From an optimization exercise on the open Yosys and OpenROAD flow, aimed at small area; shortcuts taken in it are not production practice. In this exercise RTL edits were held to simulation tests only and were not proved equivalent to the original. Power figures rest on the tool's default switching activity, not on a simulated workload.

**design.v**
```verilog
module featuremap_streamer #(
  parameter int DATA_WIDTH = 24,
  parameter int IMG_W      = 12,
  parameter int IMG_H      = 12
) (
  input  logic                  clk,
  input  logic                  rst,
  input  logic                  wr_en,
  input  logic [DATA_WIDTH-1:0] wr_data,
  input  logic                  clr,
  input  logic                  start,
  output logic [DATA_WIDTH-1:0] data_out,
  output logic                  valid_out,
  output logic                  done,
  output logic                  busy,
  output logic                  frame_ready,
  output logic                  err
);
  localparam int N   = IMG_W * IMG_H;
  localparam int AW  = (N > 1) ? $clog2(N) : 1;
  localparam int WPW = $clog2(N + 1);
  typedef enum logic [1:0] {IDLE, STREAM, DRAIN} state_t;
  state_t                state_q, state_d;
  logic [WPW-1:0]        wp_q, wp_d;
  logic [AW-1:0]         rp_q, rp_d;
  logic                  frame_ready_q, frame_ready_d;
  logic                  err_q, err_d;
  logic                  rd_valid_q, rd_valid_d;
  logic                  rd_last_q, rd_last_d;
  logic [DATA_WIDTH-1:0] data_out_q, data_out_d;
  logic                  valid_out_q, valid_out_d;
  logic                  done_q, done_d;
  logic                  idle;
  logic                  mem_we;
  logic                  mem_re;
  logic [DATA_WIDTH-1:0] mem [N];
  logic [DATA_WIDTH-1:0] rd_data_q;
  localparam int PW = IMG_W + 4;
  localparam int PH = IMG_H + 4;
  localparam int CW = $clog2(PW);
  localparam int RW = $clog2(PH);
  logic [CW-1:0] col_q, col_d;
  logic [RW-1:0] row_q, row_d;
  logic          rd_zero_q, rd_zero_d;
  logic          interior;
  assign idle = (state_q == IDLE) && !valid_out_q;
  always_comb begin
    state_d       = state_q;
    wp_d          = wp_q;
    rp_d          = rp_q;
    frame_ready_d = frame_ready_q;
    err_d         = err_q;
    rd_valid_d    = 1'b0;
    rd_last_d     = 1'b0;
    valid_out_d   = rd_valid_q;
    done_d        = rd_last_q;
    mem_we        = 1'b0;
    mem_re        = 1'b0;
    col_d         = col_q;
    row_d         = row_q;
    rd_zero_d     = 1'b0;
    interior      = 1'b0;
    data_out_d    = rd_valid_q ? (rd_zero_q ? '0 : rd_data_q) : data_out_q;
    if (idle) begin
      if (clr) begin
        wp_d          = '0;
        frame_ready_d = 1'b0;
        err_d         = 1'b0;
      end else if (wr_en) begin
        if (wp_q < WPW'(N)) begin
          mem_we = 1'b1;
          wp_d   = wp_q + WPW'(1);
          if (wp_q == WPW'(N - 1)) frame_ready_d = 1'b1;
        end else begin
          err_d = 1'b1;
        end
      end
    end else if (wr_en) begin
      err_d = 1'b1;
    end
    case (state_q)
      IDLE: begin
        if (idle && start && frame_ready_q && !clr) begin
          state_d = STREAM;
          rp_d    = '0;
          col_d   = '0;
          row_d   = '0;
        end
      end
      STREAM: begin
        rd_valid_d = 1'b1;
        interior  = (int'(row_q) >= 2) && (int'(row_q) < IMG_H + 2) &&
                    (int'(col_q) >= 2) && (int'(col_q) < IMG_W + 2);
        mem_re    = interior;
        rd_zero_d = !interior;
        if (interior) rp_d = rp_q + AW'(1);
        if (col_q == CW'(PW - 1)) begin
          col_d = '0;
          if (row_q == RW'(PH - 1)) begin
            row_d     = '0;
            rd_last_d = 1'b1;
            state_d   = DRAIN;
          end else begin
            row_d = row_q + RW'(1);
          end
        end else begin
          col_d = col_q + CW'(1);
        end
      end
      DRAIN:   state_d = IDLE;
      default: state_d = IDLE;
    endcase
  end
  always_ff @(posedge clk) begin
    if (mem_we) mem[wp_q[AW-1:0]] <= wr_data;
    if (mem_re) rd_data_q <= mem[rp_q];
  end
  always_ff @(posedge clk or posedge rst) begin
    if (rst) begin
      state_q       <= IDLE;
      wp_q          <= '0;
      rp_q          <= '0;
      frame_ready_q <= 1'b0;
      err_q         <= 1'b0;
      rd_valid_q    <= 1'b0;
      rd_last_q     <= 1'b0;
      data_out_q    <= '0;
      valid_out_q   <= 1'b0;
      done_q        <= 1'b0;
      col_q         <= '0;
      row_q         <= '0;
      rd_zero_q     <= 1'b0;
    end else begin
      state_q       <= state_d;
      wp_q          <= wp_d;
      rp_q          <= rp_d;
      frame_ready_q <= frame_ready_d;
      err_q         <= err_d;
      rd_valid_q    <= rd_valid_d;
      rd_last_q     <= rd_last_d;
      data_out_q    <= data_out_d;
      valid_out_q   <= valid_out_d;
      done_q        <= done_d;
      col_q         <= col_d;
      row_q         <= row_d;
      rd_zero_q     <= rd_zero_d;
    end
  end
  assign data_out    = data_out_q;
  assign valid_out   = valid_out_q;
  assign done        = done_q;
  assign busy        = (state_q != IDLE) || valid_out_q;
  assign frame_ready = frame_ready_q;
  assign err         = err_q;
endmodule
```
**run.sh**
```bash
#!/bin/bash
# synth_recipe.tcl (not shown) runs the flow's synth.tcl, then flattens the netlist and writes it again
# the make line also repeats each setting of config.mk as NAME=value (left out here)
make -C /OpenROAD-flow-scripts/flow DESIGN_CONFIG=/design/flow/config.mk WORK_HOME=/design/flow/orfs CLKGATE_MAP_FILE= SYNTH_SCRIPT=/design/flow/synth_recipe.tcl finish
```
**config.mk**
```make
export PLATFORM = sky130hd
export DESIGN_NAME = featuremap_streamer
export DESIGN_NICKNAME = featuremap_streamer
export VERILOG_FILES = /design/flow/design.v
export SDC_FILE = /design/flow/constraint.sdc
export NUM_CORES = 4
export LEC_CHECK = 0
export CAP_MARGIN = 20
export CORE_MARGIN = 2
export CORE_UTILIZATION = 45
export PLACE_DENSITY = 0.6
export SLEW_MARGIN = 20
```
**constraint.sdc**
```tcl
create_clock -name core_clock -period 5.0 [get_ports {clk}]
set_input_delay 1.0000 -clock core_clock [delete_from_list [all_inputs] [get_ports {clk}]]
set_output_delay 1.0000 -clock core_clock [all_outputs]
set_load 0.01 [all_outputs]
```
==> summary.txt, run 1 <==
Worst setup path
  – Slowest-stage cell, CP: dfrtp_4
  – Crit-path leading delay family: compound AO/OA/AOI/OAI gates
  – Required time worst endpoint: 5.64 ns
  – CP Buf/Inv Count: 2
  – Critical path arrival: 4.94 ns
  – Critical Path Sink Type: flop
  – Worst-path cell chain: buf_12, buf_12, mux4_2, o21ai_0, a221oi_1, nor4_1, nor3_1
  – CP peak stage delay: 0.90 ns
  – Crit Path Max Fanout: 32
  – Type of the worst setup path: flop to flop
  – Most used cell, CP: buf_12
  – CP startpoint kind: flop

Clocking
  – Root buffer cell: clkbuf_16
  – Clk sink count: 3537
  – Clock tree buffer depth: 4
  – H-tree depth: 5
  – Cts hold-fix bufs: 0
  – Worst-Skew Late Latency: 0.95 ns
  – CTS Buf Count: 365
  – Clock transition at path regs: 0.06 ns
  – CTS tree: done
  – # Post-CTS Setup Buffers: 0
  – Post-CTS Resized: 0

Global route
  – Overall global routing resource usage: 24.8%
  – Met2 usage: 37.2%
  – Antenna violations before repair: 23
  – Met3 GRT Util: 5.31%
  – Vias in the first global route: 67800
  – Gr ovfl total: 0
  – First-pass GRT wire length: 537 mm
  – Global-route met1 utilization: 36.3%
  – GRT Max-Usage Layer: met2
  – Largest net degree at the start of global routing: 145

Timing
  – Setup TNS: 0 ns
  – RSZ-0062 raised after global routing: no
  – Slew HR: 16.1%
  – Final worst path period share: 85.9%
  – Final Slew Violations: 0
  – Final setup fails: 0
  – Fmax: 0.233 GHz
  – Worst-Margin Slew: 1.25 ns
  – Tmin final: 4.30 ns
  – Skew final: 0.0595 ns
  – Fin. Hold Viols: 0
  – PnR worst setup slack: 0.705 ns

Layout
  – Nets: 7008
  – Syn-to-layout area delta: 14.1%
  – Layout cells sized above 1: 24.5%
  – Fin util: 51.6%
  – Post-Layout Inst Area: 156000 um2

Placement
  – Post-DP HPWL: 227 mm
  – IO Port Bufs: 57
  – Post-Place Setup Slack: 0.794 ns
  – Area after DPL: 144000 um2
  – Gpl congestion: 0.904

Detailed routing
  – WL per Instance: 34.4 um
  – Vias per cell: 6.19
  – DRC marker count from the first detailed-route iteration: 9487
  – DR vias: 69600
  – ANT nets after route: 0
  – Pre-Repair DR Iteration Count: 5
  – Final wirelength: 387 mm
  – DRC: 0

Yosys
  – Asr flop ratio synth: 1.61%
  – Synth top cells by count: 3480 x edfxtp_1, 636 x mux4_2, 606 x mux2i_1, 232 x nor2_1, 209 x nand2_1
  – Post-Synthesis Cells: 6538
  – Post-Synthesis Cell Area: 137000 um2
  – Synth Net Count: 6576
  – Synth area leader: edfxtp_1
  – Unique masters post-synth: 69
  – Synth top area cells: edfxtp_1 76%, mux4_2 10%, mux2i_1 4.4%
  – Mean Syn Cell Area: 20.9 um2
  – YS warnings: 1
  – Most common cell in the netlist: edfxtp_1
  – Post-synthesis sequential area ratio: 77.5%
  – Top FF cell, synth: edfxtp_1
  – Post-synth top area share: 76.4%
  – Yosys reg bits: 3537
  – Post-synth EDFFs: 3480

Pwr
  – Comb power frac: 1.2%
  – Cell Pwr Density: 386 nW/um2
  – Clock share of power: 44.7%
  – Worst vdd ir: 0.000328 V
  – Switching pwr: 0.0122 W
  – Reg power frac: 54.1%
  – Sw Share: 20.2%
  – Leak pwr: 53.2 nW
  – P_int: 0.0481 W

Floorplanning
  – # IOs: 58
  – Num rows: 202
  – Core box area: 303000 um2
  – Die area: 308000 um2
  – Die W: 555 um
  – Die Y: 555 um
  – Starting Density: 45.2%

Run status
  – Outcome: timing/DRC/antenna clean

Flow run
  – Maxcap violations: 0

Hold path
  – Hold Path Class: flop to flop
cell usage in the layout, fill, tap and decap left out, types with 46 or more instances in the layout:
cell type	instances
o22ai_1	46
nor2_1	84
mux2i_1	606
a31oi_1	49
nand2_1	208
buf_12	55
clkinv_2	58
mux4_2	636
clkinv_1	72
nor2_2	122
buf_4	337
o221ai_1	74
a22oi_1	66
clkbuf_1	72
edfxtp_1	3480
clkbuf_16	367
a21oi_1	174
o21ai_0	103
dfrtp_1	51
sequential cells by signal (all words and copies together), names as in the netlist:
name,cells
col_q,4
wp_q,8
valid_out_q,1
rd_last_q,1
rp_q,8
mem,3456
state_q,2
done_q,1
err_q,1
row_q,4
rd_valid_q,1
rd_data_q,24
rd_zero_q,1
data_out_q,24
frame_ready_q,1
final timing paths:
check | start | slack [ns] | cells after the start | to
max in group asynchronous | rst | 3.54 | 3 | rp_q[1]$_DFFE_PP0P_
worst max register to register | rp_q[0]$_DFFE_PP0P_ | 0.70 | 7 | rd_data_q[12]$_DFFE_PP_
min in group asynchronous | rst | 0.45 | 2 | data_out_q[5]$_DFFE_PP0P_
worst min register to register | rd_last_q$_DFF_PP0_ | 0.36 | 0 | done_q$_DFF_PP0_
worst min-delay path | rd_last_q$_DFF_PP0_ | 0.36 | 0 | done_q$_DFF_PP0_
worst max-delay path | rp_q[0]$_DFFE_PP0P_ | 0.70 | 7 | rd_data_q[12]$_DFFE_PP_
cell type report:
type                    count  area [um2]
diodes                     11        27.5
clock buffers             439        9450
clock inverters           211        2370
fillers                 23500      147000
inverters                  39         159
multi-input cells        2582       28900
flip-flops and latches   3537      106000
well taps                3978        4980
repair buffers            445        4230
layer usage:
layer | up-vias | share of wire, % | wire (um)
met5 | - | 0.0070 | 27
met4 | 4 | 3.5 | 13600
met3 | 565 | 10 | 38900
met2 | 3522 | 45 | 175000
met1 | 37400 | 41 | 159000
li1 | 28100 | - | -
metrics by stage:
stage                     total power [W]  std cells  hold WS [ns]
final                              0.0602      11200         0.358
after global routing               0.0618      11200         0.362
after CTS                          0.0606      11200         0.362
after detailed placement           0.0339      10600         0.348
after global placement             0.0339      10600         0.342
after floorplan                    0.0332       6538         0.331
kinds of logic after synthesis:
logic type               count (synthesis)  synth area share (%)
XOR/XNOR                                12                0.0769
AO/OA/AOI/OAI                          723                  3.62
adder cells (fa/ha/maj)                  9                0.0824
flip-flops                            3537                  77.5
AND/OR/NAND/NOR                        570                  1.79
buffers and inverters                  419                  1.81
multiplexers                          1268                  15.1
power groups by stage:
stage | Clock, W | Sequential, W | Combinational (W)
floorplan | 0 | 0.0332 | 0.0000377
global placement | 0 | 0.0332 | 0.000681
detailed placement | 0 | 0.0332 | 0.000722
CTS | 0.0273 | 0.0326 | 0.000720
global route | 0.0285 | 0.0326 | 0.000756
finish | 0.0269 | 0.0326 | 0.000716
==> run 2: changes to the inputs <==
==> design.v (replaced) <==
module featuremap_streamer #(
  parameter int DATA_WIDTH = 24,
  parameter int IMG_W      = 12,
  parameter int IMG_H      = 12
) (
  input  logic                  clk,
  input  logic                  rst,
  input  logic                  wr_en,
  input  logic [DATA_WIDTH-1:0] wr_data,
  input  logic                  clr,
  input  logic                  start,
  output logic [DATA_WIDTH-1:0] data_out,
  output logic                  valid_out,
  output logic                  done,
  output logic                  busy,
  output logic                  frame_ready,
  output logic                  err
);
  localparam int N = IMG_W * IMG_H;
  localparam int PW = IMG_W + 4;
  localparam int PH = IMG_H + 4;
  localparam int BEATS = PW * PH;
  localparam int CNTW  = $clog2(BEATS) > $clog2(N) ? $clog2(BEATS) : $clog2(N);
  localparam int CW    = $clog2(PW);
  logic [CNTW-1:0]         cnt_q;
  logic                    busy_q;
  logic                    valid_q;
  logic                    frame_ready_q;
  logic                    err_q;
  logic [N*DATA_WIDTH-1:0] sr_q;
  logic                    idle;
  logic                    we;
  logic                    last;
  logic                    lead_end;
  logic                    go;
  logic                    interior;
  logic                    shift;
  logic [DATA_WIDTH-1:0]   tail;
  logic [DATA_WIDTH-1:0]   head;
  assign idle     = !busy_q;
  assign we       = idle && !clr && wr_en && !frame_ready_q;
  assign last     = (cnt_q == CNTW'(BEATS - 1));
  assign lead_end = (cnt_q == {CNTW{1'b1}});
  assign go       = idle && start && frame_ready_q && !clr;
  logic [CNTW-CW-1:0] row;
  logic [CW-1:0]      col;
  assign row      = cnt_q[CNTW-1:CW];
  assign col      = cnt_q[CW-1:0];
  assign interior = (row >= (CNTW-CW)'(2)) && (row < (CNTW-CW)'(IMG_H + 2)) &&
                    (col >= CW'(2)) && (col < CW'(IMG_W + 2));
  assign tail  = sr_q[N*DATA_WIDTH-1 -: DATA_WIDTH];
  assign head  = busy_q ? tail : wr_data;
  assign shift = we || (valid_q && interior);
  always_ff @(posedge clk) begin
    if (shift) sr_q <= {sr_q[(N-1)*DATA_WIDTH-1:0], head};
  end
  always_ff @(posedge clk or posedge rst) begin
    if (rst) begin
      cnt_q         <= '0;
      busy_q        <= 1'b0;
      valid_q       <= 1'b0;
      frame_ready_q <= 1'b0;
      err_q         <= 1'b0;
    end else begin
      if (busy_q) begin
        if (wr_en) err_q <= 1'b1;
        cnt_q <= cnt_q + CNTW'(1);
        if (valid_q) begin
          if (last) begin
            valid_q <= 1'b0;
            busy_q  <= 1'b0;
          end
        end else if (lead_end) begin
          valid_q <= 1'b1;
        end
      end else if (clr) begin
        cnt_q         <= '0;
        frame_ready_q <= 1'b0;
        err_q         <= 1'b0;
      end else begin
        if (wr_en) begin
          if (frame_ready_q) begin
            err_q <= 1'b1;
          end else begin
            cnt_q <= cnt_q + CNTW'(1);
            if (cnt_q == CNTW'(N - 1)) frame_ready_q <= 1'b1;
          end
        end
        if (go) begin
          busy_q <= 1'b1;
          cnt_q  <= {{(CNTW-1){1'b1}}, 1'b0};
        end
      end
    end
  end
  assign data_out    = (valid_q && interior) ? tail : '0;
  assign valid_out   = valid_q;
  assign done        = valid_q && last;
  assign busy        = busy_q;
  assign frame_ready = frame_ready_q;
  assign err         = err_q;
endmodule
--- a/config.mk
+++ b/config.mk
@@ -9,4 +9,7 @@
 export CORE_MARGIN = 2
-export CORE_UTILIZATION = 45
-export PLACE_DENSITY = 0.6
+export CORE_UTILIZATION = 60
+export CTS_BUF_LIST = sky130_fd_sc_hd__clkbuf_8
+export CTS_CLUSTER_DIAMETER = 50
+export CTS_CLUSTER_SIZE = 20
+export PLACE_DENSITY = 0.75
 export SLEW_MARGIN = 20
==> run 2 against run 1 <==
Still clean on timing, DRC and antenna. Via count down 52%. Register-to-register slack better by 1.3 ns. Hold slack worse by 0.047 ns. Total power up 1.9%. Worst setup slack better by 0.23 ns. Sequential share of layout area up 23 points. Clock skew up 0.0023 ns. Wire length down 69%. Final area down 27%. Utilization up 14 points. Critical path depth unchanged. Non-clock buffer count down 283. Critical endpoint is now data_out[11]. Largest power group unchanged. Highest routed layer is now met4.
==> summary.txt, run 2 <==
Run status
  – Outcome: timing/DRC/antenna clean

Detailed routing
  – WL per Instance: 18.7 um (-46%)
  – ANT nets after route: 0 (unchanged)
  – Vias per cell: 5.19 (-16%)
  – Pre-Repair DR Iteration Count: 5 (unchanged)
  – DR vias: 33200 (-52%)
  – Final wirelength: 119 mm (-69%)
  – DRC marker count from the first detailed-route iteration: 2909 (-69%)
  – DRC: 0 (unchanged)

Global route
  – Met2 usage: 17.1% (-20 points)
  – Vias in the first global route: 31100 (-54%)
  – Overall global routing resource usage: 13.0% (-12 points)
  – First-pass GRT wire length: 179 mm (-67%)
  – Gr ovfl total: 0 (unchanged)
  – Antenna violations before repair: 4 (-83%)
  – Met3 GRT Util: 2.68% (-2.6 points)
  – GRT Max-Usage Layer: met1
  – Global-route met1 utilization: 22.2% (-14 points)
  – Largest net degree at the start of global routing: 163 (+12%)

Floorplanning
  – Die W: 422 um (-24%)
  – Die Y: 422 um (-24%)
  – Num rows: 153 (-24%)
  – Starting Density: 60.4% (+15 points)
  – # IOs: 58 (unchanged)
  – Core box area: 174000 um2 (-43%)
  – Die area: 178000 um2 (-42%)

Yosys
  – Synth Net Count: 3621 (-45%)
  – Synth top area cells: edfxtp_1 99%, dfrtp_1 0.29%, mux2_2 0.27%
  – YS warnings: 1 (unchanged)
  – Mean Syn Cell Area: 29.3 um2 (+40%)
  – Post-synth EDFFs: 3456 (-0.69%)
  – Post-synth top area share: 98.9% (+22 points)
  – Synth area leader: edfxtp_1
  – Post-Synthesis Cells: 3588 (-45%)
  – Post-Synthesis Cell Area: 105000 um2 (-23%)
  – Post-synthesis sequential area ratio: 99.1% (+22 points)
  – Unique masters post-synth: 32 (-54%)
  – Synth top cells by count: 3456 x edfxtp_1, 25 x mux2_2, 13 x and2_1, 12 x and2_2, 12 x dfrtp_1
  – Yosys reg bits: 3468 (-2.0%)
  – Top FF cell, synth: edfxtp_1
  – Asr flop ratio synth: 0.346% (-1.3 points)
  – Most common cell in the netlist: edfxtp_1

Clocking
  – Clk sink count: 3468 (-2.0%)
  – Root buffer cell: clkbuf_8
  – Clock tree buffer depth: 3 (-1)
  – CTS tree: done
  – Cts hold-fix bufs: 0 (unchanged)
  – Worst-Skew Late Latency: 0.98 ns (+0.03 ns)
  – Clock transition at path regs: 0.10 ns (+0.04 ns)
  – Post-CTS Resized: 0 (unchanged)
  – CTS Buf Count: 211 (-42%)
  – # Post-CTS Setup Buffers: 0 (unchanged)
  – H-tree depth: 4 (-1)

Pwr
  – Comb power frac: 12.3% (+11 points)
  – Reg power frac: 66.8% (+13 points)
  – Switching pwr: 0.0152 W (+25%)
  – Leak pwr: 28.0 nW (-47%)
  – P_int: 0.0462 W (-4.0%)
  – Worst vdd ir: 0.000507 V (+55%)
  – Sw Share: 24.8% (+4.6 points)
  – Clock share of power: 20.9% (-24 points)
  – Cell Pwr Density: 539 nW/um2 (+40%)

Timing
  – RSZ-0062 raised after global routing: no
  – Final worst path period share: 81.4% (-4.5 points)
  – Final setup fails: 0 (unchanged)
  – Tmin final: 4.07 ns (-0.227 ns)
  – Slew HR: 43.7% (+28 points)
  – Skew final: 0.0618 ns (+0.00230 ns)
  – Final Slew Violations: 0 (unchanged)
  – Fin. Hold Viols: 0 (unchanged)
  – Setup TNS: 0 ns (unchanged)
  – PnR worst setup slack: 0.932 ns (+0.227 ns)
  – Fmax: 0.246 GHz (+5.6%)
  – Worst-Margin Slew: 0.845 ns (-0.400 ns)

Layout
  – Layout cells sized above 1: 10.6% (-14 points)
  – Number of flip-flops in the largest register: 3456 (unchanged)
  – Fin util: 65.5% (+14 points)
  – Most frequent cells in the layout: 3456 x edfxtp_1, 214 x clkbuf_8, 57 x clkdlybuf4s50_1
  – Fill cells: 10400 (-56%)
  – Commonest non-fill, non-tap cell in the layout: edfxtp_1
  – Post-Layout Inst Area: 114000 um2 (-27%)
  – Syn-to-layout area delta: 8.51%
  – Nets: 3990 (-43%)

Worst setup path
  – CP peak stage delay: 0.49 ns (-0.41 ns)
  – Slowest-stage cell, CP: clkdlybuf4s50_1
  – Critical path arrival: 3.07 ns (-1.87 ns)
  – CP startpoint kind: flop
  – Required time worst endpoint: 4.00 ns (-1.64 ns)
  – Worst-path cell chain: inv_1, ha_1, nor4_1, nor2_2, buf_4, and2_2, clkdlybuf4s50_1
  – Critical Path Sink Type: output port
  – Crit Path Max Fanout: 25 (-22%)
  – Type of the worst setup path: flop to output port

Placement
  – IO Port Bufs: 57 (unchanged)
  – Area after DPL: 110000 um2 (-24%)
  – Post-DP HPWL: 56.7 mm (-75%)
  – Gpl congestion: 0.761 (-16%)
  – Post-Place Setup Slack: 1.45 ns (+0.657 ns)

Hold path
  – Hold Path Class: input pin to asynchronous set/reset pin

Flow run
  – Maxcap violations: 0 (unchanged)
run 2: cell count changes in the layout (fill, tap and decap cells not counted), moves of 203 or more:
cell and delta:
nand2_1 -203, clkbuf_8 +214, mux2i_1 -605, mux4_2 -636, buf_4 -285, clkbuf_16 -367
run 2: final timing paths:
kind                                           start              endpoint  slack (ns)  depth (start not counted)
min in group core_clock         sr_q[1937]$_DFFE_PP_  sr_q[1961]$_DFFE_PP_        0.39                          0
worst max-delay path            cnt_q[0]$_DFFE_PP0P_          data_out[11]        0.93                          7
max in group asynchronous                        rst  cnt_q[4]$_DFFE_PP0P_        4.35                          2
worst min register to register  sr_q[1937]$_DFFE_PP_  sr_q[1961]$_DFFE_PP_        0.39                          0
worst max register to register  cnt_q[0]$_DFFE_PP0P_   sr_q[108]$_DFFE_PP_        2.04                          8
worst min-delay path                             rst  cnt_q[0]$_DFFE_PP0P_        0.31                          2
run 2: cell type report:
| cell class | instances | area, um2 | share of cell area (%) |
|---|---|---|---|
| inverter | 6 | 22.5 | 0.0198 |
| antenna | 3 | 7.51 | 0.00659 |
| clock buffer | 214 | 2950 | 2.59 |
| multi-input combinational | 108 | 841 | 0.738 |
| clock inverter | 105 | 1080 | 0.945 |
| tap | 2325 | 2910 | 2.55 |
| sequential | 3468 | 104000 | 91.4 |
| timing repair buffer | 162 | 2020 | 1.78 |
run 2: power by group through the flow:
stage               logic (W)  registers (W)  clock network [W]
finish                0.00755         0.0410             0.0128
global route          0.00843         0.0413             0.0144
CTS                   0.00775         0.0410             0.0135
detailed placement    0.00789         0.0415                  0
global placement      0.00754         0.0416                  0
floorplan             0.00120         0.0368                  0
run 2: through the flow:
stage          hold slack [ns]  total power [W]  cells
2_1_floorplan            0.400           0.0380   3588
3_3_place_gp             0.400           0.0491   6069
3_5_place_dp             0.405           0.0494   6069
4_1_cts                  0.185           0.0623   6388
5_1_grt                  0.266           0.0641   6391
6_report                 0.311           0.0614   6391
run 2: cells by family (layout without fill, tap and decap cells):
logic type                 count (synthesis)  after routing  share of synthesized area (%)
and+or+nand+nor                           51             51                          0.292
other                                      0              3                              0
buffers and inverters                     12            487                         0.0620
DFF                                     3468           3468                           99.1
AOI/OAI and AO/OA                         27             27                          0.173
muxes                                     26             26                          0.278
adders and majority gates                  4              4                         0.0477
run 2: layer usage:
layer / vias up / wire (um)
met5: - / 0
li1: 15200 / -
met2: 508 / 49300
met1: 17300 / 62800
met4: 0 / 2440
met3: 185 / 4780
run 2: worst max-delay path, delay by kind of cell (launching register included):
kind                       cells  cell delay (ns)
adders and majority gates      1             0.21
buffers and inverters          3             0.80
DFF                            1             0.45
and+or+nand+nor                3             0.61
==> run 3: changes to the inputs <==
--- a/config.mk
+++ b/config.mk
@@ -9,7 +9,4 @@
 export CORE_MARGIN = 2
-export CORE_UTILIZATION = 60
-export CTS_BUF_LIST = sky130_fd_sc_hd__clkbuf_8
-export CTS_CLUSTER_DIAMETER = 50
-export CTS_CLUSTER_SIZE = 20
-export PLACE_DENSITY = 0.75
+export CORE_UTILIZATION = 45
+export PLACE_DENSITY = 0.6
 export SLEW_MARGIN = 20
==> run 3 against run 2 <==
Critical path type unchanged. Clock skew down 0.0016 ns. Count of clock-buffer cells in the layout increased by 212. Still clean. Fmax up 1.8%. Sequential share of layout area decreased by 5.3 points. Highest routed layer unchanged. Final area rose by 6.2%.
==> summary.txt, run 3 <==
Placement
  – Gpl congestion: 0.718 (-5.6%)
  – Post-DP HPWL: 55.3 mm (-2.6%)
  – IO Port Bufs: 57 (unchanged)
  – Area after DPL: 110000 um2 (+0.19%)

Worst setup path
  – Critical path arrival: 3.00 ns (-0.07 ns)
  – Required time worst endpoint: 4.00 ns (about the same)
  – Crit Path Max Fanout: 25 (unchanged)
  – CP startpoint kind: flop
  – Critical Path Sink Type: output port
  – Type of the worst setup path: flop to output port

Pwr
  – Sw Share: 23.7% (-1.1 points)
  – Reg power frac: 56.7% (-10 points)
  – Clock share of power: 33.9% (+13 points)
  – Leak pwr: 30.8 nW (+10%)
  – Comb power frac: 9.5% (-2.8 points)
  – Worst vdd ir: 0.000598 V (+18%)
  – Final Total Pwr: 0.0726 W (+18%)
  – Cell Pwr Density: 600 nW/um2 (+11%)
  – P_int: 0.0554 W (+20%)
  – Switching pwr: 0.0172 W (+13%)

Floorplanning
  – # IOs: 58 (unchanged)
  – Starting Density: 45.2% (-15 points)
  – Die W: 487 um (+15%)
  – Core box area: 232000 um2 (+34%)
  – Num rows: 177 (+16%)
  – Die Y: 487 um (+15%)
  – Die area: 237000 um2 (+33%)

Detailed routing
  – DR vias: 34600 (+4.3%)
  – Pre-Repair DR Iteration Count: 5 (unchanged)
  – DRC: 0 (unchanged)
  – Final wirelength: 128 mm (+7.5%)
  – WL per Instance: 17.4 um (-6.6%)
  – ANT nets after route: 0 (unchanged)
  – Vias per cell: 4.71 (-9.4%)
  – DRC marker count from the first detailed-route iteration: 3501 (+20%)

Yosys
  – Synth Net Count: 3621 (unchanged)
  – Synth area leader: edfxtp_1
  – Yosys reg bits: 3468 (unchanged)
  – Post-Synthesis Cells: 3588 (unchanged)
  – Area share of fa/ha/maj cells after synthesis: 0.0477% (unchanged)
  – Main combinational cell family by area after synthesis: simple AND/OR/NAND/NOR gates
  – Synth top area cells: edfxtp_1 99%, dfrtp_1 0.29%, mux2_2 0.27%
  – Synth Area in Compound Gates: 0.173% (unchanged)
  – Most common cell in the netlist: edfxtp_1
  – Simple-gate area share of the yosys netlist: 0.292% (unchanged)
  – Mux share of post-synthesis cell area: 0.278% (unchanged)
  – Post-Synthesis Cell Area: 105000 um2 (unchanged)
  – Top FF cell, synth: edfxtp_1
  – YS warnings: 1 (unchanged)
  – Unique masters post-synth: 32 (unchanged)
  – Asr flop ratio synth: 0.346% (unchanged)
  – Post-synth top area share: 98.9% (unchanged)
  – Post-synth EDFFs: 3456 (unchanged)
  – Mean Syn Cell Area: 29.3 um2 (unchanged)
  – Post-synthesis sequential area ratio: 99.1% (unchanged)
  – Synth top cells by count: 3456 x edfxtp_1, 25 x mux2_2, 13 x and2_1, 12 x and2_2, 12 x dfrtp_1
  – XOR/XNOR share of the synthesized area: 0% (unchanged)

Clocking
  – Clk sink count: 3468 (unchanged)
  – CTS tree: done
  – Worst-Skew Late Latency: 0.92 ns (-0.06 ns)
  – Clock transition at path regs: 0.06 ns (-0.04 ns)
  – CTS Buf Count: 350 (+66%)
  – Clock tree buffer depth: 4 (+1)
  – H-tree depth: 5 (+1)
  – Cts hold-fix bufs: 0 (unchanged)
  – Root buffer cell: clkbuf_16
  – Post-CTS Resized: 0 (unchanged)
  – # Post-CTS Setup Buffers: 0 (unchanged)

Layout
  – Commonest non-fill, non-tap cell in the layout: edfxtp_1
  – Most frequent cells in the layout: 3456 x edfxtp_1, 357 x clkbuf_16, 84 x clkinv_1
  – Syn-to-layout area delta: 15.2%
  – Post-Layout Inst Area: 121000 um2 (+6.2%)
  – Layout cells sized above 1: 13.1% (+2.5 points)
  – Nets: 4080 (+2.3%)
  – Number of flip-flops in the largest register: 3456 (unchanged)

Global route
  – Vias in the first global route: 34000 (+9.5%)
  – First-pass GRT wire length: 197 mm (+9.9%)
  – Antenna violations before repair: 5 (+1)
  – Gr ovfl total: 0 (unchanged)
  – Overall global routing resource usage: 10.5% (-2.5 points)
  – Largest net degree at the start of global routing: 189 (+16%)

Timing
  – Setup TNS: 0 ns (unchanged)
  – Final setup fails: 0 (unchanged)
  – Skew final: 0.0603 ns (-0.00156 ns)
  – Worst-Margin Slew: 0.989 ns (+0.145 ns)
  – Final worst path period share: 79.9% (-1.5 points)
  – Tmin final: 4.00 ns (-0.0730 ns)
  – Fin. Hold Viols: 0 (unchanged)
  – RSZ-0062 raised after global routing: no
  – Slew HR: 34.0% (-9.6 points)
  – Final Slew Violations: 0 (unchanged)
  – Fmax: 0.250 GHz (+1.8%)

Run status
  – Outcome: timing/DRC/antenna clean

Hold path
  – Hold Path Class: flop to flop

Flow run
  – Maxcap violations: 0 (unchanged)
## run 3: stage by stage
| step | hold slack, ns | util (%) | setup WS (ns) | std cells |
|---|---|---|---|---|
| floorplan | 0.400 | - | -22.28 | 3588 |
| global placement | 0.400 | 47.4 | 1.51 | 6738 |
| detailed placement | 0.405 | 47.4 | 1.47 | 6738 |
| CTS | 0.315 | 52.1 | 0.887 | 7357 |
| global route | 0.372 | 52.1 | 0.857 | 7358 |
| finish | 0.364 | 52.1 | 1.00 | 7359 |
## run 3: critical path, cell delays in order (launching register included)
cell and delay, ns:
dfrtp_1 0.42, inv_1 0.06, ha_1 0.19, nor4_1 0.33, nor2_2 0.08, buf_4 0.24, and2_2 0.24, clkdlybuf4s50_1 0.49
## run 3: layer usage
metal / track usage [%] / share of wire (%) / wire length, um
met5: 0 / 0 / 0
met4: 4.43 / 3.0 / 3910
met3: 2.50 / 4.3 / 5480
met2: 13.4 / 41 / 52300
met1: 17.1 / 52 / 66700
## run 3: final timing paths
| check | startpoint | to | slack (ns) | depth (start not counted) |
|---|---|---|---|---|
| min in group asynchronous | rst | cnt_q[3]$_DFFE_PP0P_ | 0.40 | 2 |
| worst max register to register | cnt_q[6]$_DFFE_PP0P_ | sr_q[3106]$_DFFE_PP_ | 1.97 | 8 |
| worst max-delay path | cnt_q[0]$_DFFE_PP0P_ | data_out[14] | 1.00 | 7 |
| worst min-delay path | sr_q[2717]$_DFFE_PP_ | sr_q[2741]$_DFFE_PP_ | 0.36 | 0 |
| max in group asynchronous | rst | busy_q$_DFF_PP0_ | 4.24 | 2 |
| worst min register to register | sr_q[2717]$_DFFE_PP_ | sr_q[2741]$_DFFE_PP_ | 0.36 | 0 |
## run 3: layout make-up
| class | instances | area (um2) |
|---|---|---|
| fillers | 17200 | 111000 |
| diodes | 2 | 5.00 |
| clock buffers | 426 | 9190 |
| multi-input cells | 108 | 841 |
| clock inverters | 193 | 1660 |
| repair buffers | 113 | 1330 |
| well taps | 3043 | 3810 |
| flip-flops and latches | 3468 | 104000 |
| inverters | 6 | 22.5 |
## run 3: kinds of logic (layout without fill, tap and decap cells)
logic type	after synthesis	in the layout
AO/OA/AOI/OAI	27	27
adder cells (fa/ha/maj)	4	4
buffers and inverters	12	738
flip-flops	3468	3468
multiplexers	26	26
other	0	2
AND/OR/NAND/NOR	51	51
## run 3: power groups by stage
stage | clock [W] | combinational [W] | sequential, W
finish | 0.0246 | 0.00687 | 0.0411
global route | 0.0266 | 0.00771 | 0.0415
CTS | 0.0255 | 0.00712 | 0.0412
detailed placement | 0 | 0.00719 | 0.0416
global placement | 0 | 0.00697 | 0.0417
floorplan | 0 | 0.00120 | 0.0368
==> run 4: changes to the inputs <==
--- a/config.mk
+++ b/config.mk
@@ -10,2 +10,5 @@
 export CORE_UTILIZATION = 45
+export CTS_BUF_LIST = sky130_fd_sc_hd__clkbuf_8
+export CTS_CLUSTER_DIAMETER = 60
+export CTS_CLUSTER_SIZE = 18
 export PLACE_DENSITY = 0.6
==> run 4 against run 3 <==
Worst setup slack got worse by 0.053 ns. Utilization decreased by 3.1 points. Fmax fell by 1.3%. Non-clock buffer count is the same. Die area unchanged. Final cell count fell by 4.6%. Hold slack lost 0.036 ns. Area after synthesis is the same. Sequential share of layout area is 5.5 points higher. Total power decreased by 17%. Largest cell class unchanged.
==> summary.txt, run 4 <==
Layout
  – Commonest non-fill, non-tap cell in the layout: edfxtp_1
  – Footprint of the multi-input gates: 841 um2 (unchanged)
  – Fill cells: 17900 (+3.6%)
  – Area occupied by registers: 104000 um2 (unchanged)
  – Layout cells sized above 1: 8.97% (-4.1 points)
  – Number of flip-flops in the largest register: 3456 (unchanged)
  – Most frequent cells in the layout: 3456 x edfxtp_1, 225 x clkbuf_8, 57 x clkdlybuf4s50_1
  – Layout Cells excl Fill: 7024 (-4.6%)
  – Nets: 3950 (-3.2%)
  – Syn-to-layout area delta: 8.26%

Worst setup path
  – Reg-to-Reg Start: cnt_q[5]$_DFFE_PP0P_
  – Type of the worst setup path: flop to output port
  – Crit-path leading delay family: buffers and inverters
  – Worst Setup EP: data_out[14]
  – Path length in cells of the critical path: 7 (unchanged)
  – Crit Path Max Fanout: 25 (unchanged)
  – FF-to-FF End: sr_q[3157]$_DFFE_PP_
  – Critical Path Sink Type: output port
  – CP startpoint: cnt_q[0]$_DFFE_PP0P_
  – CP peak stage delay: 0.48 ns (about the same)
  – Worst R2R Path Depth: 8 (unchanged)
  – Slowest-stage cell, CP: clkdlybuf4s50_1
  – Flop2flop setup slack: 1.98 ns (about the same)
  – Critical path arrival: 3.05 ns (+0.05 ns)
  – Worst-path cell chain: inv_1, ha_1, nor4_1, nor2_2, buf_4, and2_2, clkdlybuf4s50_1
  – Required time worst endpoint: 4.00 ns (about the same)
  – CP Buf/Inv Count: 3 (unchanged)
  – CP startpoint kind: flop

Timing
  – RSZ-0062 raised after global routing: no
  – Final worst path period share: 81.0% (+1.1 points)
  – Final setup fails: 0 (unchanged)
  – Setup TNS: 0 ns (unchanged)
  – Skew final: 0.0523 ns (-0.00797 ns)
  – Fin. Hold Viols: 0 (unchanged)
  – Fmax: 0.247 GHz (-1.3%)
  – Tmin final: 4.05 ns (+0.0529 ns)
  – Final Slew Violations: 0 (unchanged)
  – Worst-Margin Slew: 0.998 ns (+0.00817 ns)
  – Slew HR: 33.5% (-0.54 points)

Pwr
  – Comb power frac: 11.4% (+1.9 points)
  – Reg power frac: 68.1% (+11 points)
  – Switching pwr: 0.0151 W (-12%)
  – Cell Pwr Density: 531 nW/um2 (-12%)
  – P_int: 0.0452 W (-18%)
  – Sw Share: 25.1% (+1.4 points)
  – Worst vdd ir: 0.000490 V (-18%)
  – Clock share of power: 20.5% (-13 points)
  – Leak pwr: 27.4 nW (-11%)

Global route
  – Vias in the first global route: 32400 (-4.7%)
  – Gr ovfl total: 0 (unchanged)
  – Antenna violations before repair: 4 (-1)
  – Largest net degree at the start of global routing: 189 (unchanged)
  – First-pass GRT wire length: 190 mm (-3.7%)
  – Overall global routing resource usage: 10.1% (-0.39 points)

Clocking
  – Clock tree buffer depth: 3 (-1)
  – CTS Buf Count: 220 (-37%)
  – H-tree depth: 4 (-1)
  – Worst-Skew Late Latency: 0.98 ns (+0.06 ns)
  – Root buffer cell: clkbuf_8
  – # Post-CTS Setup Buffers: 0 (unchanged)
  – Clk sink count: 3468 (unchanged)
  – Post-CTS Resized: 0 (unchanged)
  – CTS tree: done
  – Cts hold-fix bufs: 0 (unchanged)
  – Clock transition at path regs: 0.11 ns (+0.05 ns)

Placement
  – Post-DP HPWL: 55.3 mm (unchanged)
  – Gpl congestion: 0.718 (unchanged)
  – IO Port Bufs: 57 (unchanged)
  – Placed cell count: 6738 (unchanged)

Detailed routing
  – Vias per cell: 4.73 (+0.51%)
  – DRC: 0 (unchanged)
  – Final wirelength: 124 mm (-3.2%)
  – WL per Instance: 17.7 um (+1.4%)
  – DRC marker count from the first detailed-route iteration: 3625 (+3.5%)
  – Pre-Repair DR Iteration Count: 5 (unchanged)
  – DR vias: 33200 (-4.1%)
  – ANT nets after route: 0 (unchanged)

Yosys
  – Asr flop ratio synth: 0.346% (unchanged)
  – Synth Net Count: 3621 (unchanged)
  – Post-synth top area share: 98.9% (unchanged)
  – Unique masters post-synth: 32 (unchanged)
  – Top FF cell, synth: edfxtp_1
  – Mean Syn Cell Area: 29.3 um2 (unchanged)
  – YS warnings: 1 (unchanged)
  – Most common cell in the netlist: edfxtp_1
  – Post-synth EDFFs: 3456 (unchanged)
  – Post-Synthesis Cells: 3588 (unchanged)
  – Post-synthesis sequential area ratio: 99.1% (unchanged)
  – Synth top area cells: edfxtp_1 99%, dfrtp_1 0.29%, mux2_2 0.27%
  – Synth area leader: edfxtp_1
  – Post-Synthesis Cell Area: 105000 um2 (unchanged)
  – Yosys reg bits: 3468 (unchanged)
  – Synth top cells by count: 3456 x edfxtp_1, 25 x mux2_2, 13 x and2_1, 12 x and2_2, 12 x dfrtp_1

Floorplanning
  – Die W: 487 um (unchanged)
  – Num rows: 177 (unchanged)
  – Die Y: 487 um (unchanged)
  – Starting Density: 45.2% (unchanged)
  – # IOs: 58 (unchanged)
  – Die area: 237000 um2 (unchanged)
  – Core box area: 232000 um2 (unchanged)

Run status
  – Outcome: timing/DRC/antenna clean

Flow run
  – Maxcap violations: 0 (unchanged)

Hold path
  – Hold Path Class: input pin to asynchronous set/reset pin
==> run 4: logic make-up (layout without fill, tap and decap cells) <==
logic type | Yosys count | after routing | synth area share (%)
flops | 3468 | 3468 | 99.1
simple gates | 51 | 51 | 0.292
compound gates | 27 | 27 | 0.173
mux | 26 | 26 | 0.278
buf+inv | 12 | 402 | 0.0620
fa+ha+maj | 4 | 4 | 0.0477
other cells | 0 | 3 | 0
==> run 4: how the worst min path moves through the flow <==
stage                               from                         to  slack, ns  cells past startpoint
floorplan            sr_q[976]$_DFFE_PP_       sr_q[1000]$_DFFE_PP_       0.40                      0
global placement    sr_q[1823]$_DFFE_PP_       sr_q[1847]$_DFFE_PP_       0.40                      0
detailed placement   sr_q[984]$_DFFE_PP_       sr_q[1008]$_DFFE_PP_       0.40                      0
CTS                                  rst  frame_ready_q$_DFFE_PP0P_       0.17                      2
global route                         rst          err_q$_DFFE_PP0P_       0.25                      2
finish                               rst          err_q$_DFFE_PP0P_       0.33                      2
==> run 4: through the flow <==
step / setup slack [ns] / hold WS [ns] / power (W) / area [um2] / utilization [%]
2_1_floorplan: -22.28 / 0.400 / 0.0380 / 105000 / -
3_3_place_gp: 1.51 / 0.400 / 0.0487 / 110000 / 47.4
3_5_place_dp: 1.47 / 0.405 / 0.0488 / 110000 / 47.4
4_1_cts: 0.759 / 0.173 / 0.0615 / 114000 / 48.9
5_1_grt: 0.748 / 0.253 / 0.0633 / 114000 / 48.9
6_report: 0.952 / 0.328 / 0.0603 / 114000 / 48.9
==> run 4: power by group through the flow <==
stage          Combinational, W  Clock [W]  Sequential (W)
6_report                0.00686     0.0124          0.0411
5_1_grt                 0.00771     0.0141          0.0414
4_1_cts                 0.00712     0.0132          0.0411
3_5_place_dp            0.00719          0          0.0416
3_3_place_gp            0.00697          0          0.0417
2_1_floorplan           0.00120          0          0.0368
==> run 4: cell type report <==
| cell class | instances | share of cell area (%) |
|---|---|---|
| tap | 3043 | 3.35 |
| sequential | 3468 | 91.6 |
| clock buffer | 225 | 2.72 |
| antenna | 3 | 0.00661 |
| clock inverter | 58 | 0.405 |
| timing repair buffer | 113 | 1.17 |
| inverter | 6 | 0.0198 |
| multi-input combinational | 108 | 0.740 |
==> run 4: worst register-to-register path, cell delays in order, from the launching register on <==
cell	delay, ns
dfrtp_1	0.47
or3_1	0.16
nand4_1	0.12
nor2_2	0.11
buf_4	0.31
a31o_4	0.19
buf_12	0.22
buf_12	0.47
buf_12	0.58
==> run 4: per-layer routing <==
layer	vias to the layer above	part of all wire [%]	track usage, %	routed length (um)
met5	-	0	0	0
met4	0	2.3	3.19	2840
met3	229	4.0	2.35	5020
met2	442	40	13.1	50300
met1	17500	53	16.8	66100
li1	15100	-	-	-
==> run 5: changes to the inputs <==
--- a/config.mk
+++ b/config.mk
@@ -7,9 +7,9 @@
 export LEC_CHECK = 0
-export CAP_MARGIN = 20
+export CAP_MARGIN = 0
 export CORE_MARGIN = 2
 export CORE_UTILIZATION = 45
-export CTS_BUF_LIST = sky130_fd_sc_hd__clkbuf_8
+export CTS_BUF_LIST = sky130_fd_sc_hd__clkbuf_16
 export CTS_CLUSTER_DIAMETER = 60
-export CTS_CLUSTER_SIZE = 18
+export CTS_CLUSTER_SIZE = 32
 export PLACE_DENSITY = 0.6
-export SLEW_MARGIN = 20
+export SLEW_MARGIN = 0
==> run 5 against run 4 <==
Fmax is 3.5% higher. Utilization grew 1.2 points. First-iteration DRC count down 3.3%. Area after synthesis is the same. Total power increased by 7.9%. Via count up 0.48%.
==> summary.txt, run 5 <==
Clocking
  – # Post-CTS Setup Buffers: 0 (unchanged)
  – Worst-Skew Late Latency: 0.85 ns (-0.13 ns)
  – Root buffer cell: clkbuf_16
  – Post-CTS Resized: 0 (unchanged)
  – Clock transition at path regs: 0.11 ns (about the same)
  – H-tree depth: 4 (unchanged)
  – Clk sink count: 3468 (unchanged)
  – Clock tree buffer depth: 3 (unchanged)
  – CTS tree: done
  – CTS Buf Count: 173 (-21%)
  – Cts hold-fix bufs: 0 (unchanged)

Pwr
  – Sw Share: 25.8% (+0.78 points)
  – P_int: 0.0482 W (+6.8%)
  – Comb power frac: 10.6% (-0.8 points)
  – Cell Pwr Density: 558 nW/um2 (+5.2%)
  – Clock share of power: 26.3% (+5.8 points)
  – Switching pwr: 0.0168 W (+11%)
  – Leak pwr: 28.6 nW (+4.3%)
  – Worst vdd ir: 0.000589 V (+20%)
  – Reg power frac: 63.1% (-5.0 points)

Placement
  – IO Port Bufs: 57 (unchanged)
  – Area after DPL: 110000 um2 (unchanged)
  – Post-DP HPWL: 55.3 mm (unchanged)
  – Gpl congestion: 0.718 (unchanged)

Detailed routing
  – WL per Instance: 17.5 um (-0.95%)
  – Final wirelength: 124 mm (-0.57%)
  – Vias per cell: 4.73 (about the same)
  – ANT nets after route: 0 (unchanged)
  – Pre-Repair DR Iteration Count: 5 (unchanged)
  – DR vias: 33400 (+0.48%)
  – DRC marker count from the first detailed-route iteration: 3507 (-3.3%)
  – DRC: 0 (unchanged)

Worst setup path
  – Worst Setup EP: data_out[14]
  – CP peak stage delay: 0.48 ns (about the same)
  – CP startpoint: cnt_q[0]$_DFFE_PP0P_
  – Worst-path cell chain: inv_1, ha_1, nor4_1, nor2_2, buf_4, and2_2, clkdlybuf4s50_1
  – Critical path arrival: 2.91 ns (-0.14 ns)
  – CP startpoint kind: flop
  – FF-to-FF End: sr_q[3130]$_DFFE_PP_
  – Worst R2R Path Depth: 9 (+1)
  – Crit Path Max Fanout: 25 (unchanged)
  – Reg-to-Reg Start: cnt_q[0]$_DFFE_PP0P_
  – Flop2flop setup slack: 2.01 ns (+0.03 ns)
  – Slowest-stage cell, CP: clkdlybuf4s50_1
  – Path length in cells of the critical path: 7 (unchanged)
  – Type of the worst setup path: flop to output port
  – Required time worst endpoint: 4.00 ns (about the same)
  – Crit-path leading delay family: buffers and inverters
  – CP Buf/Inv Count: 3 (unchanged)
  – Critical Path Sink Type: output port

Flow run
  – Maxcap violations: 0 (unchanged)

Timing
  – Tmin final: 3.91 ns (-0.136 ns)
  – RSZ-0062 raised after global routing: no
  – Final Slew Violations: 0 (unchanged)
  – Slew HR: 34.6% (+1.1 points)
  – Skew final: 0.0415 ns (-0.0108 ns)
  – Setup TNS: 0 ns (unchanged)
  – Worst-Margin Slew: 0.980 ns (-0.0172 ns)
  – Final setup fails: 0 (unchanged)
  – Fin. Hold Viols: 0 (unchanged)
  – Final worst path period share: 78.2% (-2.7 points)
  – Fmax: 0.256 GHz (+3.5%)

Yosys
  – YS warnings: 1 (unchanged)
  – Synth top area cells: edfxtp_1 99%, dfrtp_1 0.29%, mux2_2 0.27%
  – Mean Syn Cell Area: 29.3 um2 (unchanged)
  – Yosys reg bits: 3468 (unchanged)
  – Post-Synthesis Cell Area: 105000 um2 (unchanged)
  – Post-synth EDFFs: 3456 (unchanged)
  – Synth top cells by count: 3456 x edfxtp_1, 25 x mux2_2, 13 x and2_1, 12 x and2_2, 12 x dfrtp_1
  – Asr flop ratio synth: 0.346% (unchanged)
  – Post-Synthesis Cells: 3588 (unchanged)
  – Most common cell in the netlist: edfxtp_1
  – Synth area leader: edfxtp_1
  – Post-synthesis sequential area ratio: 99.1% (unchanged)
  – Synth Net Count: 3621 (unchanged)
  – Top FF cell, synth: edfxtp_1
  – Post-synth top area share: 98.9% (unchanged)
  – Unique masters post-synth: 32 (unchanged)

Layout
  – Number of flip-flops in the largest register: 3456 (unchanged)
  – Post-Layout Inst Area: 116000 um2 (+2.5%)
  – Nets: 3903 (-1.2%)
  – Layout cells sized above 1: 10.0% (+1.0 points)
  – Fill cells: 17600 (-1.5%)
  – Most frequent cells in the layout: 3456 x edfxtp_1, 177 x clkbuf_16, 57 x clkdlybuf4s50_1
  – Footprint of the multi-input gates: 841 um2 (unchanged)
  – Syn-to-layout area delta: 11.0%
  – Commonest non-fill, non-tap cell in the layout: edfxtp_1
  – Area occupied by registers: 104000 um2 (unchanged)

Global route
  – First-pass GRT wire length: 188 mm (-0.76%)
  – Largest net degree at the start of global routing: 189 (unchanged)
  – Antenna violations before repair: 3 (-1)
  – Overall global routing resource usage: 10.0% (-0.080 points)
  – Gr ovfl total: 0 (unchanged)
  – Vias in the first global route: 32000 (-1.2%)

Floorplanning
  – Die area: 237000 um2 (unchanged)
  – Die Y: 487 um (unchanged)
  – Starting Density: 45.2% (unchanged)
  – Core box area: 232000 um2 (unchanged)
  – Num rows: 177 (unchanged)
  – # IOs: 58 (unchanged)
  – Die W: 487 um (unchanged)

Run status
  – Outcome: timing/DRC/antenna clean

Hold path
  – Hold Path Class: flop to flop
-- run 5: kinds of logic (layout without fill, tap and decap cells) --
family / after synthesis / in the layout / synth area share, %
adders and majority gates: 4 / 4 / 0.0477
muxes: 26 / 26 / 0.278
AOI/OAI and AO/OA: 27 / 27 / 0.173
and+or+nand+nor: 51 / 51 / 0.292
DFF: 3468 / 3468 / 99.1
other: 0 / 1 / 0
buffers and inverters: 12 / 431 / 0.0620
-- run 5: power groups by stage --
| stage | Sequential [W] | Combinational (W) | Clock [W] |
|---|---|---|---|
| after detailed placement | 0.0416 | 0.00719 | 0 |
| final | 0.0411 | 0.00688 | 0.0171 |
| after global placement | 0.0417 | 0.00697 | 0 |
| after global routing | 0.0414 | 0.00772 | 0.0188 |
| after CTS | 0.0411 | 0.00712 | 0.0179 |
| after floorplan | 0.0368 | 0.00120 | 0 |
-- run 5: worst register-to-register path: stages, from the launching register on --
cell and delay (ns):
dfrtp_1 0.44, inv_1 0.08, ha_1 0.14, nor4_1 0.06, nor2_2 0.13, buf_4 0.31
a31o_4 0.19, buf_12 0.23, buf_12 0.47, buf_12 0.57
-- run 5: cell type report --
class | count | area share, %
sequential | 3468 | 89.3
multi-input combinational | 108 | 0.722
antenna | 1 | 0.00215
clock inverter | 135 | 1.69
inverter | 6 | 0.0193
clock buffer | 177 | 3.80
tap | 3043 | 3.27
timing repair buffer | 113 | 1.14
-- run 5: metrics by stage --
stage                     util, %  hold WS (ns)  setup slack (ns)  instances  total power (W)
after floorplan                 -         0.400            -22.28       3588           0.0380
after global placement       47.4         0.400              1.51       6738           0.0487
after detailed placement     47.4         0.405              1.47       6738           0.0488
after CTS                    50.1         0.398             0.966       7050           0.0662
after global routing         50.1         0.398             0.942       7051           0.0680
final                        50.1         0.400              1.09       7051           0.0650
-- run 5: per-layer routing --
layer	up-vias	track usage (%)	part of all wire [%]
met3	206	2.16	3.7
met2	395	13.2	41
met1	17600	16.6	53
met4	0	3.13	2.3
li1	15100	-	-
met5	-	0	0
-- run 5: worst min path at each step --
stage,from,endpoint,slack [ns],depth (start not counted)
after floorplan,sr_q[976]$_DFFE_PP_,sr_q[1000]$_DFFE_PP_,0.40,0
final,sr_q[421]$_DFFE_PP_,sr_q[445]$_DFFE_PP_,0.40,0
after CTS,rst,cnt_q[0]$_DFFE_PP0P_,0.40,2
after global routing,sr_q[154]$_DFFE_PP_,sr_q[178]$_DFFE_PP_,0.40,0
after detailed placement,sr_q[984]$_DFFE_PP_,sr_q[1008]$_DFFE_PP_,0.40,0
after global placement,sr_q[1823]$_DFFE_PP_,sr_q[1847]$_DFFE_PP_,0.40,0
==> run 6: changes to the inputs <==
==> flow/run.sh (new file) <==
#!/bin/bash
# Standard layout, with the clock tree built without dummy loads from clkbuf_8 leaf clusters,
# and the port buffers made with the smallest buffer cell.
set -euo pipefail
bash standard.sh \
  'CTS_ARGS=-sink_clustering_enable -repair_clock_nets -dont_use_dummy_load -buf_list sky130_fd_sc_hd__clkbuf_8 -sink_clustering_size 20 -sink_clustering_max_diameter 40' \
  'BUFFER_PORTS_ARGS=-buffer_cell sky130_fd_sc_hd__buf_1' \
  finish > standard.log 2>&1
==> standard.sh (new file) <==
#!/bin/bash
# synth_recipe.tcl (not shown) runs the flow's synth.tcl, then flattens the netlist and writes it again
# the make line also repeats each setting of config.mk as NAME=value (left out here)
make -C /OpenROAD-flow-scripts/flow DESIGN_CONFIG=/design/flow/config.mk WORK_HOME=/design/flow/orfs CLKGATE_MAP_FILE= SYNTH_SCRIPT=/design/flow/synth_recipe.tcl "${@:-finish}"
--- a/config.mk
+++ b/config.mk
@@ -7,9 +7,6 @@
 export LEC_CHECK = 0
-export CAP_MARGIN = 0
+export CAP_MARGIN = 20
 export CORE_MARGIN = 2
 export CORE_UTILIZATION = 45
-export CTS_BUF_LIST = sky130_fd_sc_hd__clkbuf_16
-export CTS_CLUSTER_DIAMETER = 60
-export CTS_CLUSTER_SIZE = 32
 export PLACE_DENSITY = 0.6
-export SLEW_MARGIN = 0
+export SLEW_MARGIN = 20
removed: run.sh
==> run 6 against run 5 <==
Highest routed layer unchanged. Register-to-register slack worse by 0.19 ns. Fmax grew 5.2%. Sequential share of layout area increased by 0.48 points. Final area down 0.54%. Sequential power hardly changed. Still clean on timing, DRC and antenna. Largest cell class unchanged. Utilization down 0.27 points. Hold slack got worse by 0.14 ns.
==> summary.txt, run 6 <==
Run status
  – Outcome: timing/DRC/antenna clean

Timing
  – Skew final: 0.128 ns (+0.0865 ns)
  – Worst-Margin Slew: 0.927 ns (-0.0531 ns)
  – Final setup fails: 0 (unchanged)
  – Slew HR: 38.2% (+3.5 points)
  – Fin. Hold Viols: 0 (unchanged)
  – Tmin final: 3.72 ns (-0.193 ns)
  – RSZ-0062 raised after global routing: no
  – Final Slew Violations: 0 (unchanged)
  – Setup TNS: 0 ns (unchanged)
  – Final worst path period share: 74.4% (-3.9 points)
  – Fmax: 0.269 GHz (+5.2%)

Yosys
  – Synth top cells by count: 3456 x edfxtp_1, 25 x mux2_2, 13 x and2_1, 12 x and2_2, 12 x dfrtp_1
  – Mean Syn Cell Area: 29.3 um2 (unchanged)
  – Post-synth EDFFs: 3456 (unchanged)
  – Synth Net Count: 3621 (unchanged)
  – Synth top area cells: edfxtp_1 99%, dfrtp_1 0.29%, mux2_2 0.27%
  – Post-synth top area share: 98.9% (unchanged)
  – YS warnings: 1 (unchanged)
  – Post-synthesis sequential area ratio: 99.1% (unchanged)
  – Asr flop ratio synth: 0.346% (unchanged)
  – Most common cell in the netlist: edfxtp_1
  – Synth area leader: edfxtp_1
  – Post-Synthesis Cells: 3588 (unchanged)
  – Yosys reg bits: 3468 (unchanged)
  – Post-Synthesis Cell Area: 105000 um2 (unchanged)
  – Top FF cell, synth: edfxtp_1
  – Unique masters post-synth: 32 (unchanged)

Pwr
  – Leak pwr: 28.5 nW (-0.12%)
  – Comb power frac: 10.9% (+0.3 points)
  – Switching pwr: 0.0157 W (-6.5%)
  – Worst vdd ir: 0.000450 V (-24%)
  – Cell Pwr Density: 554 nW/um2 (-0.74%)
  – P_int: 0.0485 W (+0.54%)
  – Sw Share: 24.5% (-1.4 points)
  – Reg power frac: 63.9% (+0.8 points)
  – Clock share of power: 25.1% (-1.2 points)

Worst setup path
  – Slowest-stage cell, CP: dfrtp_1
  – CP Buf/Inv Count: 3 (unchanged)
  – Path length in cells of the critical path: 7 (unchanged)
  – Critical path arrival: 2.72 ns (-0.19 ns)
  – Type of the worst setup path: flop to output port
  – Crit Path Max Fanout: 25 (unchanged)
  – Critical Path Sink Type: output port
  – CP peak stage delay: 0.43 ns (-0.05 ns)
  – Worst-path cell chain: inv_1, ha_1, nor4_1, nor2_2, buf_4, and2_2, buf_1
  – CP startpoint kind: flop
  – Worst R2R Path Depth: 8 (-1)
  – Crit-path leading delay family: simple AND/OR/NAND/NOR gates
  – Required time worst endpoint: 4.00 ns (about the same)

Clocking
  – Clock tree buffer depth: 4 (+1)
  – Worst-Skew Late Latency: 1.05 ns (+0.20 ns)
  – CTS tree: done
  – Root buffer cell: clkbuf_8
  – H-tree depth: 5 (+1)
  – Clk sink count: 3468 (unchanged)
  – Clock transition at path regs: 0.06 ns (-0.05 ns)
  – CTS Buf Count: 428 (+150%)

Global route
  – Overall global routing resource usage: 10.6% (+0.57 points)
  – Antenna violations before repair: 5 (+2)
  – Gr ovfl total: 0 (unchanged)
  – First-pass GRT wire length: 198 mm (+5.0%)
  – Largest net degree at the start of global routing: 178 (-5.8%)
  – Vias in the first global route: 34000 (+6.3%)

Placement
  – Area after DPL: 110000 um2 (-0.12%)
  – Post-DP HPWL: 57.3 mm (+3.7%)
  – Gpl congestion: 0.724 (+0.85%)
  – IO Port Bufs: 57 (unchanged)

Detailed routing
  – DRC: 0 (unchanged)
  – DRC marker count from the first detailed-route iteration: 3171 (-9.6%)
  – Final wirelength: 129 mm (+4.6%)
  – ANT nets after route: 0 (unchanged)
  – Vias per cell: 4.78 (+1.0%)
  – DR vias: 34400 (+3.0%)
  – Pre-Repair DR Iteration Count: 5 (unchanged)
  – WL per Instance: 18.0 um (+2.7%)

Hold path
  – Hold Path Class: input pin to flop
  – Worst Hold Depth: 2 (+2)

Layout
  – Post-Layout Inst Area: 116000 um2 (-0.54%)
  – Commonest non-fill, non-tap cell in the layout: edfxtp_1
  – Most frequent cells in the layout: 3456 x edfxtp_1, 428 x clkbuf_8, 57 x buf_1
  – Nets: 4174 (+6.9%)
  – Layout cells sized above 1: 13.1% (+3.1 points)
  – Number of flip-flops in the largest register: 3456 (unchanged)
  – Syn-to-layout area delta: 10.4%

Floorplanning
  – Starting Density: 45.2% (unchanged)
  – Die area: 237000 um2 (unchanged)
  – Die Y: 487 um (unchanged)
  – # IOs: 58 (unchanged)
  – Core box area: 232000 um2 (unchanged)
  – Num rows: 177 (unchanged)
  – Die W: 487 um (unchanged)

Flow run
  – Maxcap violations: 0 (unchanged)
==> run 6: power groups by stage <==
stage          sequential, W  clock (W)  combinational [W]
2_1_floorplan         0.0368          0            0.00120
3_3_place_gp          0.0416          0            0.00708
3_5_place_dp          0.0415          0            0.00736
6_report              0.0411     0.0161            0.00700
4_1_cts               0.0411     0.0171            0.00727
5_1_grt               0.0414     0.0182            0.00787
==> run 6: per-layer routing <==
layer,global-route usage (%),wire length (um)
met5,0,0
met3,2.76,6290
met2,13.6,52500
met4,4.36,3880
met1,17.1,66500
==> run 6: final cells by class <==
type                            instances  area (um2)
Tap cell                             3043        3810
Timing Repair Buffer                  129        1210
Fill cell                           17800      116000
Antenna cell                            5        12.5
Multi-Input combinational cell        108         841
Clock buffer                          428        5890
Inverter                                6        22.5
Sequential cell                      3468      104000
==> run 6: final timing paths <==
path                                 startpoint              endpoint  slack (ns)
max                        cnt_q[0]$_DFFE_PP0P_           data_out[8]        1.28
min                                  wr_data[4]     sr_q[4]$_DFFE_PP_        0.26
max reg2reg                cnt_q[0]$_DFFE_PP0P_  sr_q[2001]$_DFFE_PP_        1.82
min reg2reg                sr_q[1563]$_DFFE_PP_  sr_q[1587]$_DFFE_PP_        0.34
max in group asynchronous                   rst  cnt_q[4]$_DFFE_PP0P_        4.16
min in group asynchronous                   rst  cnt_q[0]$_DFFE_PP0P_        0.48
==> run 6: metrics by stage <==
step / cells / setup slack (ns) / hold WS [ns] / total power (W) / utilization (%)
finish: 7187 / 1.28 / 0.259 / 0.0642 / 49.9
global route: 7186 / 1.10 / 0.151 / 0.0674 / 49.9
CTS: 7182 / 1.16 / 0.116 / 0.0655 / 49.9
detailed placement: 6753 / 1.65 / 0.405 / 0.0489 / 47.3
global placement: 6753 / 1.72 / 0.400 / 0.0487 / 47.3
floorplan: 3588 / -22.28 / 0.400 / 0.0380 / -
==> run 6: cells by family after synthesis <==
kind of cell,Yosys count,share of synthesized area (%)
buffers and inverters,12,0.0620
and+or+nand+nor,51,0.292
adders and majority gates,4,0.0477
DFF,3468,99.1
AOI/OAI and AO/OA,27,0.173
muxes,26,0.278
==> run 6: what timing repair did <==
item                      4_1_cts  5_1_grt
gates resized for setup         0        0
hold buffers                    1        0
setup buffers                   0        0
hold endpoints to repair       12        0
==> run 7: changes to the inputs <==
==> flow/run.sh (replaced) <==
#!/bin/bash
# Standard layout, with the clock tree built without dummy loads from clkbuf_8 leaf clusters,
# and the port buffers made with the smallest buffer cell.
set -euo pipefail
bash standard.sh \
  'CTS_ARGS=-sink_clustering_enable -repair_clock_nets -dont_use_dummy_load -buf_list sky130_fd_sc_hd__clkbuf_8 -sink_clustering_size 18 -sink_clustering_max_diameter 60' \
  'BUFFER_PORTS_ARGS=-buffer_cell sky130_fd_sc_hd__buf_1' \
  finish > standard.log 2>&1
==> run 7 against run 6 <==
Still clean on timing, DRC and antenna. Count of clock-buffer cells in the layout shrank 207. Sequential cell count is the same. Clock power shrank 28%. First-iteration DRC count grew 2.8%. Hold slack gained 0.040 ns. Wire length shrank 3.2%. Critical path depth shrank 1. Register-to-register slack gained 0.06 ns. Critical path type unchanged. Critical endpoint unchanged. Largest cell class unchanged. Largest power group unchanged.
==> summary.txt, run 7 <==
Worst setup path
  – Crit Path Max Fanout: 25 (unchanged)
  – CP peak stage delay: 0.46 ns (+0.03 ns)
  – Worst R2R Path Depth: 7 (-1)
  – Flop2flop setup slack: 1.88 ns (+0.06 ns)
  – FF-to-FF End: sr_q[368]$_DFFE_PP_
  – Critical path arrival: 2.58 ns (-0.14 ns)
  – Slowest-stage cell, CP: dfrtp_1
  – CP startpoint kind: flop

Yosys
  – Post-synthesis sequential area ratio: 99.1% (unchanged)
  – Post-synth top area share: 98.9% (unchanged)
  – Mean Syn Cell Area: 29.3 um2 (unchanged)
  – Synth Net Count: 3621 (unchanged)
  – Synth top cells by count: 3456 x edfxtp_1, 25 x mux2_2, 13 x and2_1, 12 x and2_2, 12 x dfrtp_1
  – Unique masters post-synth: 32 (unchanged)
  – YS warnings: 1 (unchanged)
  – Synth top area cells: edfxtp_1 99%, dfrtp_1 0.29%, mux2_2 0.27%

Detailed routing
  – Vias per cell: 4.77 (-0.35%)
  – DRC marker count from the first detailed-route iteration: 3260 (+2.8%)
  – WL per Instance: 17.9 um (-0.31%)
  – DRC: 0 (unchanged)
  – Pre-Repair DR Iteration Count: 4 (-1)
  – DR vias: 33300 (-3.2%)
  – Top Metal Used: met4
  – Met2 WL: 51.4 mm (-2.2%)

Floorplanning
  – Die W: 487 um (unchanged)
  – # IOs: 58 (unchanged)
  – Num rows: 177 (unchanged)
  – Core box area: 232000 um2 (unchanged)

Placement
  – Placed cell count: 6753 (unchanged)
  – IO Port Bufs: 57 (unchanged)
  – Post-DP HPWL: 57.3 mm (unchanged)

Clocking
  – Clk sink count: 3468 (unchanged)
  – CTS Buf Count: 221 (-48%)
  – Worst-Skew Late Latency: 0.97 ns (-0.08 ns)
  – Root buffer cell: clkbuf_8
  – H-tree depth: 4 (-1)

Run status
  – Outcome: timing/DRC/antenna clean

Global route
  – Overall global routing resource usage: 10.3% (-0.35 points)
  – Antenna violations before repair: 5 (unchanged)

Layout
  – Most frequent cells in the layout: 3456 x edfxtp_1, 221 x clkbuf_8, 57 x buf_1
  – Layout cells sized above 1: 8.49% (-4.6 points)

Pwr
  – Clock share of power: 19.5% (-5.6 points)
  – P_int: 0.0448 W (-7.6%)
  – Leak pwr: 27.0 nW (-5.2%)

Timing
  – Final Slew Violations: 0 (unchanged)
  – Final worst path period share: 71.7% (-2.7 points)
  – Slew HR: 38.6% (+0.47 points)

Hold path
  – Hold Path Class: flop to flop
  – Hold path startpoint: sr_q[126]$_DFFE_PP_
[run 7: worst max path at each step]
stage,startpoint,to,slack [ns],depth (start not counted)
2_1_floorplan,clr,sr_q[0]$_DFFE_PP_,-22.28,2
3_3_place_gp,clr,sr_q[1713]$_DFFE_PP_,1.72,5
3_5_place_dp,clr,sr_q[1737]$_DFFE_PP_,1.65,5
4_1_cts,cnt_q[5]$_DFFE_PP0P_,data_out[8],1.23,6
5_1_grt,cnt_q[0]$_DFFE_PP0P_,data_out[13],1.20,7
6_report,cnt_q[5]$_DFFE_PP0P_,data_out[8],1.42,6
[run 7: final cells by class]
type	instances	area, um2	share of cell area (%)
diodes	3	7.51	0.00664
flip-flops and latches	3468	104000	92.1
inverters	6	22.5	0.0199
repair buffers	129	1210	1.07
well taps	3043	3810	3.37
multi-input cells	108	841	0.744
clock buffers	221	3040	2.69
[run 7: power groups by stage]
| stage | Sequential, W | Clock, W | Combinational (W) |
|---|---|---|---|
| after floorplan | 0.0368 | 0 | 0.00120 |
| after global placement | 0.0416 | 0 | 0.00708 |
| after detailed placement | 0.0415 | 0 | 0.00736 |
| after CTS | 0.0411 | 0.0124 | 0.00727 |
| after global routing | 0.0414 | 0.0134 | 0.00787 |
| final | 0.0410 | 0.0116 | 0.00700 |
[run 7: cells by family after synthesis]
| family | synth area share (%) |
|---|---|
| AO/OA/AOI/OAI | 0.173 |
| adder cells (fa/ha/maj) | 0.0477 |
| buffers and inverters | 0.0620 |
| flip-flops | 99.1 |
| multiplexers | 0.278 |
| AND/OR/NAND/NOR | 0.292 |
[run 7: metal layers]
metal	vias to the layer above	GRT usage, %
met5	-	0
met4	0	3.22
li1	15000	-
met2	451	13.5
met3	237	2.26
met1	17500	17.0
[run 7: timing repair]
action	CTS	global route
hold buffers	1	0
hold endpoints to repair	12	0
buffers inserted	0	0
setup endpoints to repair	0	0
[run 7: worst max-delay path: cells and delay by family, from the launching register on]
| family | cells | cell delay, ns |
|---|---|---|
| simple gates | 4 | 0.79 |
| flops | 1 | 0.46 |
| buf+inv | 2 | 0.35 |
[run 7: metrics by stage]
stage          cell area (um2)  util, %  hold WS [ns]  setup WS (ns)  total power [W]
4_1_cts                 113000     48.6         0.176           1.23           0.0608
5_1_grt                 113000     48.6         0.218           1.20           0.0626
3_3_place_gp            110000     47.3         0.400           1.72           0.0487
6_report                113000     48.6         0.299           1.42           0.0596
3_5_place_dp            110000     47.3         0.405           1.65           0.0489
2_1_floorplan           105000        -         0.400         -22.28           0.0380

Setup slack of run 7, layout unchanged: 1.416 ns with ideal ports, 1.339 ns with driving cells assumed (clock clkbuf_16, inputs buf_2), 1.694 ns with port delays also shifted by the 0.990 ns mid clock arrival.
